This design comes from an exercise in tuning for small area, a short achievable clock period and few clock cycles on the open sky130 flow, not from production work. RTL that was checked went through simulation tests only; none was proved equivalent to the original.

Setup of the previous run:
==> module bmcs_setup, before the edit <==
module bmcs_setup (
   input  logic                    clock,
   input  logic                    reset,
   input  logic                    req_tvalid,
   output logic                    req_tready,
   input  logic [REQ_DATA_W-1:0]   req_tdata,
   input  logic                    take,
   output logic                    full,
   output logic [64:0]             o_uu,
   output logic signed [65:0]      o_g,
   output logic signed [ACC_W-1:0] o_c1,
   output logic signed [68:0]      o_c2,
   output logic [32:0]             o_dpx,
   output logic [32:0]             o_dpy,
   output logic [32:0]             o_spx,
   output logic [32:0]             o_spy,
   output logic [36:0]             o_nqx,
   output logic [36:0]             o_nqy,
   output logic                    o_z0
);
   logic        busy;
   logic [3:0]  cnt;
   logic signed [32:0] a0x, a0y, a2x, a2y;
   logic signed [36:0] aqx, aqy;
   logic [32:0] op;
   logic [64:0] r1;
   logic signed [65:0] r2;
   logic signed [ACC_W-1:0] r3, acc;
   logic        z0;
   assign req_tready = !busy && !full;
   wire accept = req_tvalid && req_tready;
   wire yc = cnt[0];
   logic [5:0] grp;
   logic signed [37:0] da, db, dsum;
   logic signed [32:0] x0, x2;
   logic signed [36:0] xq;
   always_comb begin
      x0 = yc ? a0y : a0x;
      x2 = yc ? a2y : a2x;
      xq = yc ? aqy : aqx;
      da = ({38{grp[0] | grp[1]}} & 38'(x2))
         | ({38{grp[2] | grp[3]}} & 38'(x0))
         | ({38{grp[4]}}          & (38'(x0) <<< 1))
         | ({38{grp[5]}}          & (38'(xq) <<< 4));
      db = ({38{grp[0]}}          & 38'(x0))
         | ({38{grp[1] | grp[2]}} & 38'(xq))
         | ({38{grp[3] | grp[4]}} & 38'(x2))
         | ({38{grp[5]}}          & (38'(x2) <<< 2));
      dsum = grp[3] ? da + db : da - db;
   end
   wire sq_en = (cnt >= 4'd1) && (cnt <= 4'd6);
   logic [63:0] sqs_n, sqc_n;
   logic [ACC_W-1:0] sqs, sqc, sum, ps, pc;
   bmcs_sqtree u_sq (
      .x ((op[31:0] ^ {32{op[32]}}) & {32{sq_en}}),
      .e (op[32] & sq_en),
      .s (sqs_n),
      .c (sqc_n)
   );
   always_comb begin
      unique case (cnt)
         4'd8:    begin ps = (ACC_W'(r2) << 1) | ACC_W'(1); pc = ~r3; end
         4'd9:    begin ps = (r3 << 4) | ACC_W'(1);         pc = ~(ACC_W'(r1) << 2); end
         4'd10:   begin ps = ACC_W'(r2) << 2;               pc = ACC_W'(r2) << 1; end
         default: begin ps = ACC_W'(sqs_n);                 pc = ACC_W'(sqc_n); end
      endcase
   end
   assign sum = sqs + sqc + acc;
   wire clr = (cnt <= 4'd1) || (cnt == 4'd3) || ((cnt >= 4'd7) && (cnt <= 4'd10));
   always_ff @(posedge clock) begin
      if (reset) begin
         busy <= 1'b0;
         full <= 1'b0;
         cnt  <= '0;
      end else begin
         if (accept) begin
            busy <= 1'b1;
            cnt  <= '0;
         end else if (busy) begin
            cnt <= cnt + 4'd1;
            if (cnt == 4'd11) begin
               busy <= 1'b0;
               full <= 1'b1;
            end
         end
         if (take) full <= 1'b0;
      end
   end
   always_ff @(posedge clock) begin
      if (accept) begin
         a0x <= {req_tdata[0*32+31], req_tdata[0*32 +: 32]};
         a0y <= {req_tdata[1*32+31], req_tdata[1*32 +: 32]};
         a2x <= {req_tdata[2*32+31], req_tdata[2*32 +: 32]};
         a2y <= {req_tdata[3*32+31], req_tdata[3*32 +: 32]};
         aqx <= {{5{req_tdata[4*32+31]}}, req_tdata[4*32 +: 32]};
         aqy <= {{5{req_tdata[5*32+31]}}, req_tdata[5*32 +: 32]};
      end else if (busy) begin
         unique case (cnt)
            4'd6:  a2x <= dsum[32:0];
            4'd7:  a2y <= dsum[32:0];
            4'd8:  a0x <= dsum[32:0];
            4'd9:  a0y <= dsum[32:0];
            4'd10: aqx <= dsum[36:0];
            4'd11: aqy <= dsum[36:0];
            default: ;
         endcase
      end
      sqs <= ps;
      sqc <= pc;
      if (accept) begin
         grp <= 6'b000001;
      end else if (busy) begin
         grp <= 6'b000001 << ((cnt + 4'd1) >> 1);
      end
      if (busy) begin
         op  <= dsum[32:0];
         acc <= sum & {ACC_W{!clr}};
         if (cnt == 4'd1) z0 <= (a0x == aqx[32:0]) && (a0y == aqy[32:0]);
         unique case (cnt)
            4'd3:         r1 <= sum[64:0];
            4'd5, 4'd9:   r2 <= sum[65:0];
            4'd7, 4'd10:  r3 <= sum;
            default: ;
         endcase
      end
   end
   assign o_uu  = r1;
   assign o_g   = r2;
   assign o_c1  = r3;
   assign o_c2  = acc[68:0];
   assign o_dpx = a0x;
   assign o_dpy = a0y;
   assign o_spx = a2x;
   assign o_spy = a2y;
   assign o_nqx = aqx;
   assign o_nqy = aqy;
   assign o_z0  = z0;
endmodule
==> module bmcs_dstep2, before the edit <==
module bmcs_dstep2 (
   input  logic [33:0] r,
   input  logic        b1,
   input  logic        b2,
   input  logic [33:0] d,
   input  logic [33:0] d3,
   output logic [33:0] r2,
   output logic [1:0]  q
);
   wire         sg = r[33];
   wire [33:0]  c  = {r[31:0], b1, b2};
   wire [30:0]  dd = d[33:3] ^ {31{!sg}};
   wire [33:0]  r1 = {r[32:2] + dd + 31'(!sg), r[1:0], b1};
   wire [33:0]  c3 = {c[33:3] + (d3[33:3] ^ {31{!sg}}) + 31'(!sg), c[2:0]};
   wire [33:0]  c1 = {c[33:3] + dd + 31'(!sg), c[2:0]};
   assign r2 = (r1[33] == sg) ? c3 : c1;
   assign q  = {!r1[33], !r2[33]};
endmodule
clock: 15.0 ns
lec_check: 0
cap_margin: 40
core_margin: 2
core_utilization: 60
cts_buf_list: sky130_fd_sc_hd__clkbuf_8
slew_margin: 40
setup_slack_margin: 9.5
standard.sh (not shown) runs the stock make flow with config.mk's settings and CLKGATE_MAP_FILE= SYNTH_SCRIPT=/design/flow/synth_recipe.tcl, a recipe that flattens the netlist after the stock synthesis.
==> flow/flow/run.sh <==
#!/bin/bash
# Standard layout with a tighter setup target for timing repair.
set -e
echo "export SETUP_SLACK_MARGIN = 9.5" >> config.mk
bash standard.sh > standard.log 2>&1
Testbench counts of the previous run, summed over its fixed seeds: cycles 5,648.
diff inputs: the previous run => the current run
--- a/flow/design.v
+++ b/flow/design.v
@@ -39,21 +39,17 @@
    wire accept = req_tvalid && req_tready;
    wire yc = cnt[0];
-   logic [5:0] grp;
    logic signed [37:0] da, db, dsum;
-   logic signed [32:0] x0, x2;
-   logic signed [36:0] xq;
+   logic dsub;
    always_comb begin
-      x0 = yc ? a0y : a0x;
-      x2 = yc ? a2y : a2x;
-      xq = yc ? aqy : aqx;
-      da = ({38{grp[0] | grp[1]}} & 38'(x2))
-         | ({38{grp[2] | grp[3]}} & 38'(x0))
-         | ({38{grp[4]}}          & (38'(x0) <<< 1))
-         | ({38{grp[5]}}          & (38'(xq) <<< 4));
-      db = ({38{grp[0]}}          & 38'(x0))
-         | ({38{grp[1] | grp[2]}} & 38'(xq))
-         | ({38{grp[3] | grp[4]}} & 38'(x2))
-         | ({38{grp[5]}}          & (38'(x2) <<< 2));
-      dsum = grp[3] ? da + db : da - db;
+      dsub = 1'b1;
+      unique case (cnt[3:1])
+         3'd0: begin da = yc ? a2y : a2x; db = yc ? a0y : a0x; end
+         3'd1: begin da = yc ? a2y : a2x; db = yc ? aqy : aqx; end
+         3'd2: begin da = yc ? a0y : a0x; db = yc ? aqy : aqx; end
+         3'd3: begin da = yc ? a0y : a0x; db = yc ? a2y : a2x; dsub = 1'b0; end
+         3'd4: begin da = (yc ? a0y : a0x) <<< 1; db = yc ? a2y : a2x; end
+         default: begin da = (yc ? aqy : aqx) <<< 4; db = (yc ? a2y : a2x) <<< 2; end
+      endcase
+      dsum = dsub ? da - db : da + db;
    end
    wire sq_en = (cnt >= 4'd1) && (cnt <= 4'd6);
@@ -116,9 +112,4 @@
       sqs <= ps;
       sqc <= pc;
-      if (accept) begin
-         grp <= 6'b000001;
-      end else if (busy) begin
-         grp <= 6'b000001 << ((cnt + 4'd1) >> 1);
-      end
       if (busy) begin
          op  <= dsum[32:0];
@@ -1444,8 +1435,8 @@
    wire         sg = r[33];
    wire [33:0]  c  = {r[31:0], b1, b2};
-   wire [30:0]  dd = d[33:3] ^ {31{!sg}};
-   wire [33:0]  r1 = {r[32:2] + dd + 31'(!sg), r[1:0], b1};
-   wire [33:0]  c3 = {c[33:3] + (d3[33:3] ^ {31{!sg}}) + 31'(!sg), c[2:0]};
-   wire [33:0]  c1 = {c[33:3] + dd + 31'(!sg), c[2:0]};
+   wire [33:0]  dd = d ^ {34{!sg}};
+   wire [33:0]  r1 = {r[32:0], b1} + dd + 34'(!sg);
+   wire [33:0]  c3 = c + (d3 ^ {34{!sg}}) + 34'(!sg);
+   wire [33:0]  c1 = c + dd + 34'(!sg);
    assign r2 = (r1[33] == sg) ? c3 : c1;
    assign q  = {!r1[33], !r2[33]};
Results
Run comparison: the previous run critical-path cell with the highest stage delay sky130_fd_sc_hd__nor4_1; the current run critical-path cell with the highest stage delay sky130_fd_sc_hd__o41a_1. Of the previous run and the current run, the run reporting the lower share of cell area taken by flip-flops and latches was the current run. Comparing the previous run and the current run, hold slack is lower on the previous run. The previous run → the current run: effective utilization at floorplan went down 0.20 points; design area went up 1.8%. Looking at capture point of the worst path, the u_bisect.mx result is from the previous run; the u_setup.aqy[33] one comes from the current run.
Only the layout flow was run in the current run; the RTL was not checked for function there.

* * *

bezier_middle_control_solver, a different RTL version from the one above (not shown whole).
Size: roughly 20,000 cells after synthesis, about 2,000 flip-flops, ~290 I/O pins, ~0.18 sq mm of cells after synthesis.
==> module bmcs_bisect, before the edit <==
module bmcs_bisect (
   input  logic                    clock,
   input  logic                    reset,
   input  logic                    s_full,
   output logic                    s_take,
   input  logic [64:0]             i_uu,
   input  logic signed [65:0]      i_g,
   input  logic signed [ACC_W-1:0] i_c1,
   input  logic signed [68:0]      i_c2,
   input  logic [32:0]             i_dpx,
   input  logic [32:0]             i_dpy,
   input  logic [32:0]             i_spx,
   input  logic [32:0]             i_spy,
   input  logic [36:0]             i_nqx,
   input  logic [36:0]             i_nqy,
   input  logic                    i_z0,
   input  logic                    v_idle,
   output logic                    h_valid,
   output logic [64:0]             h_nx,
   output logic [64:0]             h_ny,
   output logic [31:0]             h_d,
   output logic [T_W-1:0]          h_t,
   output logic                    h_exact,
   output logic                    h_zt
);
   logic         busy, waiting, exact, zt, z0, zcr, enr, mx, px;
   logic [3:0]   rnd;
   logic [15:2]  t0;
   logic [107:0] c0r;
   logic [111:0] c1r;
   logic [107:0] c2r;
   logic [100:0] c3r;
   logic [62:0]  nx0, ny0, nx1, ny1;
   logic [59:0]  sx2, sy2;
   logic [28:0]  d0;
   logic [29:0]  d1;
   wire [3:0] j      = 4'd14 - rnd;
   wire last         = (rnd == 4'd13);
   wire frozen       = exact || zt || waiting;
   wire sn           = !c0r[107];        
   wire hit          = !frozen && zcr;   
   wire hit0         = !frozen && !zcr && z0;   
   assign h_valid = busy && (last || waiting) && v_idle;
   assign s_take  = s_full && (!busy || h_valid);
   logic [113:0] C0, C1, C2, C3, X1, X2, X3, c0n, c1n, c2n;
   assign C0 = {c0r, 6'd0};
   assign C1 = {c1r, 2'd0};
   assign C2 = {{2{c2r[107]}}, c2r, 4'd0};
   assign C3 = {7'd0, c3r, 6'd0};
   assign X1 = {c1r ^ {112{sn}}, 2'd0};
   assign X2 = {{2{c2r[107] ^ sn}}, c2r ^ {108{sn}}, 4'd0};
   assign X3 = {{7{sn}}, c3r ^ {101{sn}}, 6'd0};
   logic [113:0] O1, O4, s1, y1, S0, Y0;
   assign O1 = C0 | (114'(sn) << 2) | 114'(sn);
   assign O4 = C3 ^ {114{sn}};
   assign s1 = O1 ^ X1 ^ C2;
   assign y1 = ((O1 & X1) | (O1 & C2) | (X1 & C2)) << 1;
   assign S0 = s1 ^ y1 ^ O4;
   assign Y0 = ((s1 & y1) | (s1 & O4) | (y1 & O4)) << 1;
   assign c0n = S0 + Y0;
   wire zcn = ((S0 ^ Y0) == ((S0 | Y0) << 1));
   logic [113:0] s3, y3, S3, Y3;
   assign s3  = C1 ^ (C3 << 1) ^ C3;
   assign y3  = ((C1 & (C3 << 1)) | (C1 & C3) | ((C3 << 1) & C3)) << 1;
   assign S3  = s3 ^ (y3 | (114'(sn) << 5)) ^ (X2 << 1);
   assign Y3  = ((s3 & (y3 | (114'(sn) << 5))) | (s3 & (X2 << 1)) | ((y3 | (114'(sn) << 5)) & (X2 << 1))) << 1;
   assign c1n = S3 + Y3;
   assign c2n = C2 + (X3 << 1) + X3 + (114'(sn) << 7) + (114'(sn) << 6);
   logic [64:0] NX0, NX1, NY0, NY1, SX2, SY2, nx0n, ny0n, nx1n, ny1n;
   assign NX0 = {nx0, 2'd0};
   assign NY0 = {ny0, 2'd0};
   assign NX1 = {nx1, 2'd0};
   assign NY1 = {ny1, 2'd0};
   assign SX2 = {{3{sx2[59]}}, sx2, 2'd0};
   assign SY2 = {{3{sy2[59]}}, sy2, 2'd0};
   assign nx0n = NX0 + ((NX1 & {65{px}}) | (~NX1 & {65{mx}})) + (~SX2 & {65{enr}})
               + {63'd0, mx, px};
   assign ny0n = NY0 + ((NY1 & {65{px}}) | (~NY1 & {65{mx}})) + (~SY2 & {65{enr}})
               + {63'd0, mx, px};
   assign nx1n = {NX1[64], NX1[64:1]} + ((SX2 & {65{mx}}) | (~SX2 & {65{px}})) + 65'(px);
   assign ny1n = {NY1[64], NY1[64:1]} + ((SY2 & {65{mx}}) | (~SY2 & {65{px}})) + 65'(px);
   logic [33:0] D0, D1, P2, d0n, d1n;
   assign D0  = {2'd0, d0, 3'd0};
   assign D1  = {d1[29], d1, 3'd0};
   assign P2  = 34'd2 << (2 * j);
   assign d0n = D0 + ((D1 & {34{px}}) | (~D1 & {34{mx}})) + ((~P2) & {34{enr}})
              + {32'd0, mx, px};
   assign d1n = {D1[33], D1[33:1]} + ((P2 & {34{mx}}) | (~P2 & {34{px}})) + 34'(px);
   logic [15:2] t0n;
   always_comb begin
      t0n = t0;
      if (px || hit) t0n[j + 1] = 1'b1;
   end
   wire exn = exact || hit;
   wire ztn = zt || hit0;
   wire enn = !(exn || ztn || waiting || last) && !zcn && !z0;
   assign h_nx    = nx0n;
   assign h_ny    = ny0n;
   assign h_d     = d0n[31:0];
   assign h_t     = ztn ? '0 : {1'b0, t0n, !exn, 1'b0};
   assign h_exact = exn || ztn;
   assign h_zt    = ztn;
   always_ff @(posedge clock) begin
      if (reset) begin
         busy <= 1'b0;
      end else if (s_take) begin
         busy <= 1'b1;
      end else if (h_valid) begin
         busy <= 1'b0;
      end
   end
   always_ff @(posedge clock) begin
      if (s_take) begin
         rnd     <= '0;
         waiting <= 1'b0;
         exact   <= 1'b0;
         zt      <= 1'b0;
         z0      <= i_z0;
         zcr     <= (i_g == '0);
         enr     <= (i_g != '0) && !i_z0;
         mx      <= (i_g != '0) && !i_z0 && !i_g[65];
         px      <= (i_g != '0) && !i_z0 && i_g[65];
         t0      <= '0;
         c0r     <= {{3{i_g[65]}}, i_g, 39'd0};
         c1r     <= {i_c1[ACC_W-1], i_c1, 40'd0};
         c2r     <= {i_c2[68], i_c2, 38'd0};
         c3r     <= {i_uu, 36'd0};
         nx0     <= {i_nqx, 26'd0};
         ny0     <= {i_nqy, 26'd0};
         nx1     <= {{2{i_dpx[32]}}, i_dpx, 28'd0};
         ny1     <= {{2{i_dpy[32]}}, i_dpy, 28'd0};
         sx2     <= {i_spx[32], i_spx, 26'd0};
         sy2     <= {i_spy[32], i_spy, 26'd0};
         d0      <= 29'h1000_0000;
         d1      <= '0;
      end else begin
         if (!waiting) rnd <= rnd + 4'd1;
         if (last) waiting <= 1'b1;
         exact <= exn;
         zt    <= ztn;
         t0    <= t0n;
         c0r   <= c0n[113:6];
         zcr   <= zcn;
         enr   <= enn;
         mx    <= enn && !c0n[113];
         px    <= enn && c0n[113];
         c1r   <= {c1n[113], c1n[113:3]};
         c2r   <= c2n[113:6];
         c3r   <= {3'd0, c3r[100:3]};
         nx0   <= nx0n[64:2];
         ny0   <= ny0n[64:2];
         nx1   <= nx1n[64:2];
         ny1   <= ny1n[64:2];
         sx2   <= {{2{sx2[59]}}, sx2[59:2]};
         sy2   <= {{2{sy2[59]}}, sy2[59:2]};
         d0    <= d0n[31:3];
         d1    <= d1n[32:3];
      end
   end
endmodule
export LEC_CHECK = 0
export CAP_MARGIN = 40
export CORE_MARGIN = 2
export CORE_UTILIZATION = 60
export CTS_BUF_LIST = sky130_fd_sc_hd__clkbuf_8
export SLEW_MARGIN = 40
export SETUP_SLACK_MARGIN = 9
create_clock -name core_clock -period 15.0 [get_ports {clock}]
==> flow/flow/run.sh <==
#!/bin/bash
# Standard layout with a tighter setup target for timing repair.
set -e
echo "export SETUP_SLACK_MARGIN = 9" >> config.mk
bash standard.sh > standard.log 2>&1
Change:
--- a/flow/design.v
+++ b/flow/design.v
@@ -1295,52 +1295,52 @@
    output logic                    h_exact,
    output logic                    h_zt
 );
    logic         busy, waiting, exact, zt, z0, zcr, enr, mx, px;
    logic [3:0]   rnd;
    logic [15:2]  t0;
-   logic [107:0] c0r;
-   logic [111:0] c1r;
-   logic [107:0] c2r;
+   logic [110:0] c0r;
+   logic [113:0] c1r;
+   logic [108:0] c2r;
    logic [100:0] c3r;
    logic [62:0]  nx0, ny0, nx1, ny1;
    logic [59:0]  sx2, sy2;
    logic [28:0]  d0;
    logic [29:0]  d1;
    wire [3:0] j      = 4'd14 - rnd;
    wire last         = (rnd == 4'd13);
    wire frozen       = exact || zt || waiting;
-   wire sn           = !c0r[107];        
+   wire sn           = !c0r[110];        
    wire hit          = !frozen && zcr;   
    wire hit0         = !frozen && !zcr && z0;   
    assign h_valid = busy && (last || waiting) && v_idle;
    assign s_take  = s_full && (!busy || h_valid);
-   logic [113:0] C0, C1, C2, C3, X1, X2, X3, c0n, c1n, c2n;
+   logic [116:0] C0, C1, C2, C3, X1, X2, X3, c0n, c1n, c2n;
    assign C0 = {c0r, 6'd0};
-   assign C1 = {c1r, 2'd0};
-   assign C2 = {{2{c2r[107]}}, c2r, 4'd0};
-   assign C3 = {7'd0, c3r, 6'd0};
-   assign X1 = {c1r ^ {112{sn}}, 2'd0};
-   assign X2 = {{2{c2r[107] ^ sn}}, c2r ^ {108{sn}}, 4'd0};
-   assign X3 = {{7{sn}}, c3r ^ {101{sn}}, 6'd0};
-   logic [113:0] O1, O4, s1, y1, S0, Y0;
-   assign O1 = C0 | (114'(sn) << 2) | 114'(sn);
-   assign O4 = C3 ^ {114{sn}};
+   assign C1 = {c1r[113], c1r, 2'd0};
+   assign C2 = {{4{c2r[108]}}, c2r, 4'd0};
+   assign C3 = {10'd0, c3r, 6'd0};
+   assign X1 = {c1r[113] ^ sn, c1r ^ {114{sn}}, 2'd0};
+   assign X2 = {{4{c2r[108] ^ sn}}, c2r ^ {109{sn}}, 4'd0};
+   assign X3 = {{10{sn}}, c3r ^ {101{sn}}, 6'd0};
+   logic [116:0] O1, O4, s1, y1, S0, Y0;
+   assign O1 = C0 | (117'(sn) << 2) | 117'(sn);
+   assign O4 = C3 ^ {117{sn}};
    assign s1 = O1 ^ X1 ^ C2;
    assign y1 = ((O1 & X1) | (O1 & C2) | (X1 & C2)) << 1;
    assign S0 = s1 ^ y1 ^ O4;
    assign Y0 = ((s1 & y1) | (s1 & O4) | (y1 & O4)) << 1;
    assign c0n = S0 + Y0;
    wire zcn = ((S0 ^ Y0) == ((S0 | Y0) << 1));
-   logic [113:0] s3, y3, S3, Y3;
+   logic [116:0] s3, y3, S3, Y3;
    assign s3  = C1 ^ (C3 << 1) ^ C3;
    assign y3  = ((C1 & (C3 << 1)) | (C1 & C3) | ((C3 << 1) & C3)) << 1;
-   assign S3  = s3 ^ (y3 | (114'(sn) << 5)) ^ (X2 << 1);
-   assign Y3  = ((s3 & (y3 | (114'(sn) << 5))) | (s3 & (X2 << 1)) | ((y3 | (114'(sn) << 5)) & (X2 << 1))) << 1;
+   assign S3  = s3 ^ (y3 | (117'(sn) << 5)) ^ (X2 << 1);
+   assign Y3  = ((s3 & (y3 | (117'(sn) << 5))) | (s3 & (X2 << 1)) | ((y3 | (117'(sn) << 5)) & (X2 << 1))) << 1;
    assign c1n = S3 + Y3;
-   assign c2n = C2 + (X3 << 1) + X3 + (114'(sn) << 7) + (114'(sn) << 6);
+   assign c2n = C2 + (X3 << 1) + X3 + (117'(sn) << 7) + (117'(sn) << 6);
    logic [64:0] NX0, NX1, NY0, NY1, SX2, SY2, nx0n, ny0n, nx1n, ny1n;
    assign NX0 = {nx0, 2'd0};
    assign NY0 = {ny0, 2'd0};
    assign NX1 = {nx1, 2'd0};
    assign NY1 = {ny1, 2'd0};
    assign SX2 = {{3{sx2[59]}}, sx2, 2'd0};
@@ -1390,15 +1390,15 @@
          z0      <= i_z0;
          zcr     <= (i_g == '0);
          enr     <= (i_g != '0) && !i_z0;
          mx      <= (i_g != '0) && !i_z0 && !i_g[65];
          px      <= (i_g != '0) && !i_z0 && i_g[65];
          t0      <= '0;
-         c0r     <= {{3{i_g[65]}}, i_g, 39'd0};
-         c1r     <= {i_c1[ACC_W-1], i_c1, 40'd0};
-         c2r     <= {i_c2[68], i_c2, 38'd0};
+         c0r     <= {{6{i_g[65]}}, i_g, 39'd0};
+         c1r     <= {{3{i_c1[ACC_W-1]}}, i_c1, 40'd0};
+         c2r     <= {{2{i_c2[68]}}, i_c2, 38'd0};
          c3r     <= {i_uu, 36'd0};
          nx0     <= {i_nqx, 26'd0};
          ny0     <= {i_nqy, 26'd0};
          nx1     <= {{2{i_dpx[32]}}, i_dpx, 28'd0};
          ny1     <= {{2{i_dpy[32]}}, i_dpy, 28'd0};
          sx2     <= {i_spx[32], i_spx, 26'd0};
@@ -1408,19 +1408,19 @@
       end else begin
          if (!waiting) rnd <= rnd + 4'd1;
          if (last) waiting <= 1'b1;
          exact <= exn;
          zt    <= ztn;
          t0    <= t0n;
-         c0r   <= c0n[113:6];
+         c0r   <= c0n[116:6];
          zcr   <= zcn;
          enr   <= enn;
-         mx    <= enn && !c0n[113];
-         px    <= enn && c0n[113];
-         c1r   <= {c1n[113], c1n[113:3]};
-         c2r   <= c2n[113:6];
+         mx    <= enn && !c0n[116];
+         px    <= enn && c0n[116];
+         c1r   <= c1n[116:3];
+         c2r   <= c2n[114:6];
          c3r   <= {3'd0, c3r[100:3]};
          nx0   <= nx0n[64:2];
          ny0   <= ny0n[64:2];
          nx1   <= nx1n[64:2];
          ny1   <= ny1n[64:2];
          sx2   <= {{2{sx2[59]}}, sx2[59:2]};
=> Die area grows by 1.5%. Flip-flop and latch count climbs by 7. Sequential share of layout area came out lower by 0.16 points. Global-route usage goes down by 0.41 points. Final area rises by 0.92%.
Testbench counts after the change, summed over its fixed seeds: cycles 5,648.
Only the layout flow was run in the first run of this note; the RTL was not checked for function there.

re-timing with driven ports:
In the flow no input, the clock included, has a driving cell. The finished layouts below were timed again as built, in two steps. Step 1 sets driving cells, clkbuf_16 on the clock port and buf_2 on the other inputs (assumed; they add their load-dependent delay and slew). Step 2 moves the port delays by t, midway between the first and last clock arrival at a register: inputs arrive t later, outputs are due t later. That takes back most of the time a late clock gives input paths. Three values: ideal, step 1, step 2; two values: the first two.
run | t (ns) | slack for setup (ns) | hold WS [ns] | worst setup path at the end | pins driven straight from the clock port
the previous run | 1.193 | 9.401 / 9.401 / 9.401 | 0.409 / 0.409 / 0.409 | register to register | 1
the current run | 1.197 | 9.184 / 9.184 / 9.184 | 0.418 / 0.418 / 0.418 | register to register | 1
the first run of note 2 | 1.221 | 8.864 / 8.864 / 8.864 | 0.419 / 0.419 / 0.419 | register to register | 1
the second run of note 2 | 1.174 | 9.052 / 9.052 / 9.052 | 0.387 / 0.387 / 0.387 | register to register | 1
After both steps every run listed still meets setup and hold.
